From an optimization exercise on the open Yosys and OpenROAD flow, aimed at small area; shortcuts taken in it are not production practice.
The RTL was checked by simulation tests, not by an equivalence proof against the original design.
Power and IR drop assume default switching activity.

## old
==> module ir_decoder, before the edit <==
module ir_decoder #(
  parameter bit FLAGS = 1'b1
) (
  input  wire ir_pkg::instr_t    instr_i,
  output ir_pkg::reg_addr_t      rs1_o,
  output ir_pkg::reg_addr_t      rs2_o,
  output logic                   use1_o,
  output logic                   use2_o,
  output logic                   ill_o
);
  logic [6:0] o;
  logic       use1;
  logic       use2;
  logic       ill;
  assign o    = instr_i[6:0];
  assign use2 = o[1] & o[0] & ~o[3] & ~o[2] & o[5] & ~(o[6] & o[4]);
  assign use1 = o[1] & o[0] & ~o[3] &
                ((~o[2] & ~(o[6] & ~o[5])) | (o[2] & o[6] & o[5] & ~o[4]));
  assign ill  = ~(use1 | (o[1] & o[0] & o[2] &
                          ((~o[3] & ~o[6] & o[4]) | (o[3] & o[6] & o[5] & ~o[4]))));
  assign rs1_o  = use1 ? instr_i[19:15] : '0;
  assign rs2_o  = use2 ? instr_i[24:20] : '0;
  assign use1_o = FLAGS & use1;
  assign use2_o = FLAGS & use2;
  assign ill_o  = FLAGS & ill;
endmodule
Settings: LEC_CHECK=0, CAP_MARGIN=10, CORE_MARGIN=2, CORE_UTILIZATION=25, SLEW_MARGIN=10, SYNTH_HIERARCHICAL=1; clock period 6.0 ns.
standard.sh (not shown) runs the stock make flow with config.mk's settings and CLKGATE_MAP_FILE= SYNTH_SCRIPT=/design/flow/synth_recipe.tcl, a recipe that flattens the netlist after the stock synthesis.
==> flow/flow/run.sh <==
#!/bin/bash
# Standard ORFS layout (standard synthesis unchanged). Combinational cells
# start at their smallest size before floorplan, port buffers use the
# smallest buffer cell, CTS skips dummy loads.
set -euo pipefail
export BUFFER_PORTS_ARGS="-buffer_cell sky130_fd_sc_hd__buf_1"
export CTS_ARGS="-sink_clustering_enable -repair_clock_nets -dont_use_dummy_load -buf_list sky130_fd_sc_hd__clkbuf_4 -sink_clustering_size 9 -sink_clustering_max_diameter 50"
export PRE_FLOORPLAN_TCL="$(pwd)/flow/downsize.tcl"
bash standard.sh > standard_flow.log 2>&1
==> flow/flow/downsize.tcl <==
# Before floorplan: give every combinational cell the smallest drive strength
# of its own function. Later repair (slew, capacitance, timing) sizes up again
# where the loads need it. Registers, buffers and clock cells are left alone.
set db [ord::get_db]
set block [ord::get_db_block]
set dont_use {}
if { [info exists ::env(DONT_USE_CELLS)] } { set dont_use $::env(DONT_USE_CELLS) }
array set smallest {}
foreach lib [$db getLibs] {
  foreach m [$lib getMasters] {
    set n [$m getName]
    if { ![regexp {^(sky130_fd_sc_hd__[a-z0-9]+)_[0-9]+$} $n -> base] } { continue }
    if { [lsearch -exact $dont_use $n] >= 0 } { continue }
    set a [expr { [$m getWidth] * [$m getHeight] }]
    if { ![info exists smallest($base)] || $a < [lindex $smallest($base) 1] } {
      set smallest($base) [list $m $a]
    }
  }
}
set n_swapped 0
set saved 0
foreach inst [$block getInsts] {
  set m [$inst getMaster]
  set n [$m getName]
  if { ![regexp {^(sky130_fd_sc_hd__([a-z0-9]+))_[0-9]+$} $n -> base short] } { continue }
  if { [regexp {^(df|edf|sdf|sedf|dl|buf|clkbuf|clkdly|dlygate|dlymetal|tap|conb|diode|fill|decap|clkinv|lpflow|probe|ebuf|einv)} $short] } { continue }
  if { ![info exists smallest($base)] } { continue }
  set nm [lindex $smallest($base) 0]
  if { $nm eq $m } { continue }
  set a [expr { [$m getWidth] * [$m getHeight] }]
  if { [lindex $smallest($base) 1] >= $a } { continue }
  if { [$inst swapMaster $nm] } {
    incr n_swapped
    set saved [expr { $saved + $a - [lindex $smallest($base) 1] }]
  }
}
puts "downsize: $n_swapped cells swapped to their smallest size, [expr { $saved / 1e6 }] um^2 less"
## Diff of input files: new against old
-- flow/design.v --
<<< old, line 131
  output logic                   ill_o
);
  logic [6:0] o;
  logic       use1;
  logic       use2;
  logic       ill;
  assign o    = instr_i[6:0];
  assign use2 = o[1] & o[0] & ~o[3] & ~o[2] & o[5] & ~(o[6] & o[4]);
  assign use1 = o[1] & o[0] & ~o[3] &
                ((~o[2] & ~(o[6] & ~o[5])) | (o[2] & o[6] & o[5] & ~o[4]));
  assign ill  = ~(use1 | (o[1] & o[0] & o[2] &
                          ((~o[3] & ~o[6] & o[4]) | (o[3] & o[6] & o[5] & ~o[4]))));
  assign rs1_o  = use1 ? instr_i[19:15] : '0;
  assign rs2_o  = use2 ? instr_i[24:20] : '0;
>>> new, line 131
  output logic                   ill_o
);
  logic use1;
  logic use2;
  logic ill;
  always_comb begin
    use1 = 1'b0;
    use2 = 1'b0;
    ill  = 1'b0;
    if (instr_i[1:0] != 2'b11) begin
      ill = 1'b1;
    end else begin
      unique case (instr_i[6:0])
        ir_pkg::OPC_OP, ir_pkg::OPC_BRANCH, ir_pkg::OPC_STORE: begin
          use1 = 1'b1;
          use2 = 1'b1;
        end
        ir_pkg::OPC_OP_IMM, ir_pkg::OPC_LOAD, ir_pkg::OPC_JALR, ir_pkg::OPC_SYSTEM: begin
          use1 = 1'b1;
        end
        ir_pkg::OPC_LUI, ir_pkg::OPC_AUIPC, ir_pkg::OPC_JAL: begin
          use1 = 1'b0;
        end
        default: ill = 1'b1;
      endcase
    end
  end
  assign rs1_o  = use1 ? instr_i[19:15] : '0;
  assign rs2_o  = use2 ? instr_i[24:20] : '0;
Findings:
- new | status: complete | timing, DRC, antenna: pass
- On met3 usage in global routing, old and new are basically level.
- old → new: first-pass iteration count of the detailed router now larger; number of placed instances with taps included has increased; wire length the detailed router placed on met1 held.
- new has synthesized instance count above what old had.
- Taking old as the reference, in new area of all placed cells without fillers roughly the same; combinational group share of total power did not really move.

[what the ideal ports hide]
How much do the figures lean on ideal ports? The routed layouts below were timed once more, with nothing changed but the port constraints.
Step 1, drivers: a clkbuf_16 drives clk_i and a buf_2 each remaining input, both assumed.
Step 2, shift: input delay + t, output delay - t, t = (earliest + latest rising clock arrival at the registers) / 2. This alone moves slack from input paths to output paths.
Three values: ideal, step 1, step 2; two values: the first two.
| run | shift t [ns] | setup WS [ns] | hold slack, ns | worst setup path at the end | worst data-port slew with drivers (ns) |
|---|---|---|---|---|---|
| old | 0.808 | 1.066 / 1.066 / 0.553 | 0.256 / 0.232 / 0.463 | input to register | 0.17 |
| new | 0.802 | 1.134 / 1.134 / 0.582 | 0.314 / 0.286 / 0.417 | input to register | 0.17 |
After both steps every run listed still meets setup and hold. The setup slack of new, which loses most, moves by 0.000 ns with the drivers and by -0.552 ns with both steps.
